From an optimization exercise on the open Yosys and OpenROAD flow, aimed at small area, a short achievable clock period and few clock cycles per item; shortcuts taken in it are not production practice.
Only simulation tests tie the RTL to the original design; equivalence was not proved.
Power and IR drop assume default switching activity.

Setup of try-pepper:
==> flow/design.v <==
module vpu_int_pipe #(
  parameter int LANES = 8,
  parameter int LW    = 16,
  parameter int RW    = 32
) (
  input  logic                clk,
  input  logic                rst,
  input  logic                flush,
  input  logic                in_valid,
  output logic                in_ready,
  input  logic [3:0]          op,
  input  logic [LANES*LW-1:0] vs1,
  input  logic [LANES*LW-1:0] vs2,
  input  logic [LANES-1:0]    mask,
  output logic                out_valid,
  input  logic                out_ready,
  output logic [LANES*LW-1:0] vd,
  output logic [RW-1:0]       rd
);
  localparam int SW   = $clog2(LW);
  localparam int SUMW = LW + $clog2(LANES);   
  localparam int NP   = LANES / 2;            
  localparam logic [3:0] OP_ADD  = 4'd0;
  localparam logic [3:0] OP_SUB  = 4'd1;
  localparam logic [3:0] OP_AND  = 4'd2;
  localparam logic [3:0] OP_OR   = 4'd3;
  localparam logic [3:0] OP_XOR  = 4'd4;
  localparam logic [3:0] OP_MAX  = 4'd5;
  localparam logic [3:0] OP_MIN  = 4'd6;
  localparam logic [3:0] OP_SLL  = 4'd7;
  localparam logic [3:0] OP_SRL  = 4'd8;
  localparam logic [3:0] OP_SRA  = 4'd9;
  localparam logic [3:0] OP_CGE  = 4'd10;
  localparam logic [3:0] OP_CLT  = 4'd11;
  localparam logic [3:0] OP_CEQ  = 4'd12;
  localparam logic [3:0] OP_CNE  = 4'd13;
  localparam logic [3:0] OP_RSUM = 4'd14;
  localparam logic [3:0] OP_RMAX = 4'd15;
  function automatic logic [1:0] sge_eq(input logic [LW-1:0] x, input logic [LW-1:0] y);
    logic [LW-1:0] gt, eq;
    gt = x & ~y;
    eq = ~(x ^ y);
    gt[LW-1] = ~x[LW-1] & y[LW-1];
    for (int k = 1; k < LW; k = k * 2)
      for (int i = 0; i < LW; i = i + 2 * k) begin
        gt[i] = gt[i + k] | (eq[i + k] & gt[i]);
        eq[i] = eq[i + k] & eq[i];
      end
    sge_eq = {gt[0] | eq[0], eq[0]};
  endfunction
  function automatic logic sge(input logic [LW-1:0] x, input logic [LW-1:0] y);
    logic [LW-1:0] gt, eq;
    gt = x & ~y;
    eq = ~(x ^ y);
    gt[LW-1] = ~x[LW-1] & y[LW-1];
    for (int k = 1; k < LW; k = k * 2)
      for (int i = 0; i < LW; i = i + 2 * k) begin
        gt[i] = gt[i + k] | (eq[i + k] & gt[i]);
        eq[i] = eq[i + k] & eq[i];
      end
    sge = gt[0] | eq[0];
  endfunction
  logic                s1_full, s2_free, s1_adv, accept;
  logic [3:0]          s1_op;
  logic                s1_sub;
  logic [LANES*LW-1:0] s1_a, s1_x, x_in;
  logic [LANES-1:0]    s1_mask;
  logic [LANES*LW-1:0] res_vd;
  logic [SUMW-1:0]     res_rd;      
  logic                res_rd_hi;   
  logic [SUMW-1:0]     s2_rd;
  logic                s2_rd_hi;
  assign s2_free  = !out_valid || out_ready;
  assign s1_adv   = s1_full && s2_free;
  assign in_ready = !s1_full || s2_free;
  assign accept   = in_valid && in_ready && !flush;
  always_ff @(posedge clk or negedge rst) begin
    if (!rst) begin
      s1_full   <= 1'b0;
      out_valid <= 1'b0;
    end else begin
      s1_full   <= !flush && (accept || (s1_full && !s1_adv));
      out_valid <= !flush && (s2_free ? s1_full : out_valid);
    end
  end
  always_ff @(posedge clk) begin
    if (in_ready) begin
      s1_op   <= op;
      s1_sub  <= (op == OP_SUB);
      s1_a    <= vs1;
      s1_x    <= x_in;
      s1_mask <= mask;
    end
  end
  always_ff @(posedge clk) begin
    if (s2_free) begin
      vd       <= res_vd;
      s2_rd    <= res_rd;
      s2_rd_hi <= res_rd_hi;
    end
  end
  assign rd = {{(RW-SUMW){s2_rd_hi}}, s2_rd};
  logic [LANES*LW-1:0] x_lane;
  logic [LANES*LW-1:0] x_red;
  for (genvar gi = 0; gi < LANES; gi++) begin : g_in
    logic [LW-1:0] a, b, xl;
    assign a = vs1[LW*gi +: LW];
    assign b = vs2[LW*gi +: LW];
    always_comb begin
      case (op)
        OP_SUB:  xl = ~b;
        OP_AND:  xl = a & b;
        OP_OR:   xl = a | b;
        OP_XOR:  xl = a ^ b;
        default: xl = b;   
      endcase
    end
    assign x_lane[LW*gi +: LW] = xl;
  end
  logic [SUMW-1:0] t [3*LANES];
  always_comb begin
    int n, base;
    for (int i = 0; i < LANES; i++)
      t[i] = SUMW'({!(mask[i] & vs1[LW*i+LW-1]), vs1[LW*i +: LW-1] & {(LW-1){mask[i]}}});
    for (int i = LANES; i < 3 * LANES; i++) t[i] = '0;
    n = LANES;
    base = 0;
    for (int j = 0; j < LANES - 4; j++) begin
      logic [SUMW-1:0] s3, c3;
      s3 = t[base] ^ t[base + 1] ^ t[base + 2];
      c3 = ((t[base] & t[base + 1]) | (t[base] & t[base + 2]) | (t[base + 1] & t[base + 2])) << 1;
      t[base + n]     = s3;
      t[base + n + 1] = c3;
      base = base + 3;
      n = n - 1;
    end
  end
  logic [NP-1:0] pick_in, s1_pick;
  always_comb begin
    for (int k = 0; k < NP; k++)
      pick_in[k] = mask[2*k+1] &
                   (!mask[2*k] || !sge(vs1[LW*(2*k) +: LW], vs1[LW*(2*k+1) +: LW]));
  end
  always_ff @(posedge clk) if (in_ready) s1_pick <= pick_in;
  always_comb begin
    x_red = '0;
    for (int i = 0; i < 4; i++) x_red[SUMW*i +: SUMW] = t[3*(LANES-4) + i];
  end
  assign x_in = (op >= OP_RSUM) ? x_red : x_lane;
  logic s1_lane, s1_arith;
  assign s1_lane  = (s1_op <= OP_SRA);
  assign s1_arith = (s1_op <= OP_SUB);
  logic [LANES-1:0] s1_ge, s1_eq;   
  for (genvar gi = 0; gi < LANES; gi++) begin : g_lane
    logic [LW-1:0] a, x, sum, mm, sx, sy, shr;
    logic [LW:0]   sum1;
    assign a    = s1_a[LW*gi +: LW];
    assign x    = s1_x[LW*gi +: LW];
    assign sum1 = {a, 1'b1} + {x, s1_sub};
    assign sum  = sum1[LW:1];
    assign {s1_ge[gi], s1_eq[gi]} = sge_eq(a, x);
    assign mm  = ((s1_op == OP_MAX) ^ s1_ge[gi]) ? x : a;
    always_comb begin
      for (int i = 0; i < LW; i++) sx[i] = (s1_op == OP_SLL) ? a[LW-1-i] : a[i];
      sy = $signed({(s1_op == OP_SRA) & a[LW-1], sx}) >>> x[SW-1:0];
      for (int i = 0; i < LW; i++) shr[i] = (s1_op == OP_SLL) ? sy[LW-1-i] : sy[i];
    end
    always_comb begin
      if (!(s1_mask[gi] && s1_lane))               res_vd[LW*gi +: LW] = a;
      else if (s1_arith)                           res_vd[LW*gi +: LW] = sum;
      else if (s1_op == OP_MAX || s1_op == OP_MIN) res_vd[LW*gi +: LW] = mm;
      else if (s1_op >= OP_SLL)                    res_vd[LW*gi +: LW] = shr;
      else                                         res_vd[LW*gi +: LW] = x;
    end
  end
  logic [SUMW-1:0] r0, r1, r2, r3, q0, q1, rsum;
  assign r0   = s1_x[0 +: SUMW];
  assign r1   = s1_x[SUMW +: SUMW];
  assign r2   = s1_x[2*SUMW +: SUMW];
  assign r3   = s1_x[3*SUMW +: SUMW];
  assign q0   = r0 ^ r1 ^ r2;
  assign q1   = ((r0 & r1) | (r0 & r2) | (r1 & r2)) << 1;
  assign rsum = (q0 ^ q1 ^ r3) + (((q0 & q1) | (q0 & r3) | (q1 & r3)) << 1);
  logic [LW-1:0] cand [NP];
  logic [NP-1:0] cv, win;
  logic [LW-1:0] rmax;
  always_comb begin
    logic cge [NP][NP];
    for (int k = 0; k < NP; k++) begin
      cand[k] = s1_pick[k] ? s1_a[LW*(2*k+1) +: LW] : s1_a[LW*(2*k) +: LW];
      cv[k]   = s1_mask[2*k] | s1_mask[2*k+1];
    end
    for (int i = 0; i < NP; i++)
      for (int j = i + 1; j < NP; j++)
        cge[i][j] = sge(cand[i], cand[j]);
    for (int i = 0; i < NP; i++) begin
      win[i] = cv[i];
      for (int j = 0; j < i; j++)      win[i] = win[i] & (!cv[j] | !cge[j][i]);
      for (int j = i + 1; j < NP; j++) win[i] = win[i] & (!cv[j] | cge[i][j]);
    end
    rmax = '0;
    for (int i = 0; i < NP; i++) rmax = rmax | (cand[i] & {LW{win[i]}});
  end
  always_comb begin
    res_rd    = '0;
    res_rd_hi = 1'b0;
    if (s1_op == OP_RSUM) begin
      res_rd    = {~rsum[SUMW-1], rsum[SUMW-2:0]};
      res_rd_hi = ~rsum[SUMW-1];
    end else if (s1_op == OP_RMAX) begin
      res_rd    = SUMW'($signed(rmax));
      res_rd_hi = rmax[LW-1];
    end else if (s1_op == OP_CGE) begin
      res_rd[LANES-1:0] = s1_ge & s1_mask;
    end else if (s1_op == OP_CLT) begin
      res_rd[LANES-1:0] = ~s1_ge & s1_mask;
    end else if (s1_op == OP_CEQ) begin
      res_rd[LANES-1:0] = s1_eq & s1_mask;
    end else if (s1_op == OP_CNE) begin
      res_rd[LANES-1:0] = ~s1_eq & s1_mask;
    end
  end
endmodule
==> flow/config.mk <==
export PLATFORM = sky130hd
export DESIGN_NAME = vpu_int_pipe
export DESIGN_NICKNAME = vpu_int_pipe
export VERILOG_FILES = /design/flow/design.v
export SDC_FILE = /design/flow/constraint.sdc
export NUM_CORES = 4
export LEC_CHECK = 0
export CAP_MARGIN = 20
export CORE_AREA = 2.3 2.72 357.88 356.32
export CTS_BUF_LIST = sky130_fd_sc_hd__clkbuf_8
export DIE_AREA = 0 0 360.11 360.11
export SETUP_SLACK_MARGIN = 2.5
export SLEW_MARGIN = 20
export TNS_END_PERCENT = 5
==> flow/constraint.sdc <==
create_clock -name core_clock -period 6.0 [get_ports {clk}]
set_input_delay 1.2000 -clock core_clock [delete_from_list [all_inputs] [get_ports {clk}]]
set_output_delay 1.2000 -clock core_clock [all_outputs]
set_load 0.01 [all_outputs]
run.sh (not shown) runs the stock make flow with config.mk's settings and CLKGATE_MAP_FILE= SYNTH_SCRIPT=/design/flow/synth_recipe.tcl, a recipe that flattens the netlist after the stock synthesis.
Testbench counts of try-pepper, summed over its fixed seeds: cycles 16,016, items 16,000.
## Diff of input files: try-umber against try-pepper
--- a/flow/design.v
+++ b/flow/design.v
@@ -103,16 +103,25 @@
   logic [LANES*LW-1:0] x_lane;
   logic [LANES*LW-1:0] x_red;
   for (genvar gi = 0; gi < LANES; gi++) begin : g_in
-    logic [LW-1:0] a, b, xl;
-    assign a = vs1[LW*gi +: LW];
-    assign b = vs2[LW*gi +: LW];
+    logic [LW-1:0] a, b, x, y, shr, xl;
+    logic [SW-1:0] sh;
+    assign a  = vs1[LW*gi +: LW];
+    assign b  = vs2[LW*gi +: LW];
+    assign sh = b[SW-1:0];
+    always_comb begin
+      for (int i = 0; i < LW; i++) x[i] = (op == OP_SLL) ? a[LW-1-i] : a[i];
+      y = $signed({(op == OP_SRA) & a[LW-1], x}) >>> sh;
+      for (int i = 0; i < LW; i++) shr[i] = (op == OP_SLL) ? y[LW-1-i] : y[i];
+    end
     always_comb begin
       case (op)
-        OP_SUB:  xl = ~b;
-        OP_AND:  xl = a & b;
-        OP_OR:   xl = a | b;
-        OP_XOR:  xl = a ^ b;
-        default: xl = b;   
+        OP_ADD:                xl = b;
+        OP_SUB:                xl = ~b;
+        OP_AND:                xl = a & b;
+        OP_OR:                 xl = a | b;
+        OP_XOR:                xl = a ^ b;
+        OP_SLL, OP_SRL, OP_SRA: xl = shr;
+        default:               xl = b;   
       endcase
     end
     assign x_lane[LW*gi +: LW] = xl;
@@ -152,7 +161,7 @@
   assign s1_arith = (s1_op <= OP_SUB);
   logic [LANES-1:0] s1_ge, s1_eq;   
   for (genvar gi = 0; gi < LANES; gi++) begin : g_lane
-    logic [LW-1:0] a, x, sum, mm, sx, sy, shr;
+    logic [LW-1:0] a, x, sum, mm;
     logic [LW:0]   sum1;
     assign a    = s1_a[LW*gi +: LW];
     assign x    = s1_x[LW*gi +: LW];
@@ -160,18 +169,9 @@
     assign sum  = sum1[LW:1];
     assign {s1_ge[gi], s1_eq[gi]} = sge_eq(a, x);
     assign mm  = ((s1_op == OP_MAX) ^ s1_ge[gi]) ? x : a;
-    always_comb begin
-      for (int i = 0; i < LW; i++) sx[i] = (s1_op == OP_SLL) ? a[LW-1-i] : a[i];
-      sy = $signed({(s1_op == OP_SRA) & a[LW-1], sx}) >>> x[SW-1:0];
-      for (int i = 0; i < LW; i++) shr[i] = (s1_op == OP_SLL) ? sy[LW-1-i] : sy[i];
-    end
-    always_comb begin
-      if (!(s1_mask[gi] && s1_lane))               res_vd[LW*gi +: LW] = a;
-      else if (s1_arith)                           res_vd[LW*gi +: LW] = sum;
-      else if (s1_op == OP_MAX || s1_op == OP_MIN) res_vd[LW*gi +: LW] = mm;
-      else if (s1_op >= OP_SLL)                    res_vd[LW*gi +: LW] = shr;
-      else                                         res_vd[LW*gi +: LW] = x;
-    end
+    assign res_vd[LW*gi +: LW] = !(s1_mask[gi] && s1_lane) ? a :
+                                 s1_arith ? sum :
+                                 (s1_op == OP_MAX || s1_op == OP_MIN) ? mm : x;
   end
   logic [SUMW-1:0] r0, r1, r2, r3, q0, q1, rsum;
   assign r0   = s1_x[0 +: SUMW];
### Flow results
try-umber completed every stage of the flow, and the final layout passed the timing, design-rule and antenna checks.
| arrival time of data at the critical path endpoint | try-umber vs try-pepper | 0.06 ns higher |
Going from try-pepper to try-umber, post-CTS setup buffer count shrank by 102; internal cell power shrank by 1.5%.
Areal power density over the cells (try-pepper / try-umber): 0.949
Compared with try-pepper, try-umber shows a lower area after synthesis.
In try-umber the overall power turned out 0.00028 W lower than in try-pepper.
[try-umber] clock-buffer cell count rose about 3.7% relative to try-pepper
Testbench counts of try-umber, summed over its fixed seeds: cycles 16,016, items 16,000.

[afterwards: timing with drivers on the ports]
In the flow no input, the clock included, has a driving cell. The finished layouts below were timed again as built, in two steps. Step 1: set_driving_cell puts a clkbuf_16 on clk and a buf_2 on each other input, an assumption about the parent block. Step 2 adds t to the input delays and takes it off the output delays; t is the mean of the earliest and latest rising clock arrival at the registers after step 1. Input paths then give back, and output paths get back, about the clock's delay inside the block. a / b / c = ideal / step 1 / step 2; a / b = the first two.
| run | t, ns | setup WS [ns] | worst hold slack (ns) | clock arrival spread, ns |
|---|---|---|---|---|
| try-pepper | 0.863 | 1.959 / 1.959 / 1.276 | 0.566 / 0.518 / 0.783 | 0.077 / 0.077 |
| try-umber | 0.881 | 1.912 / 1.912 / 1.203 | 0.583 / 0.546 / 0.693 | 0.080 / 0.080 |
After both steps setup and hold are still met in every run listed. The setup slack of try-umber, which loses most, moves by 0.000 ns with the drivers and by -0.709 ns with both steps.
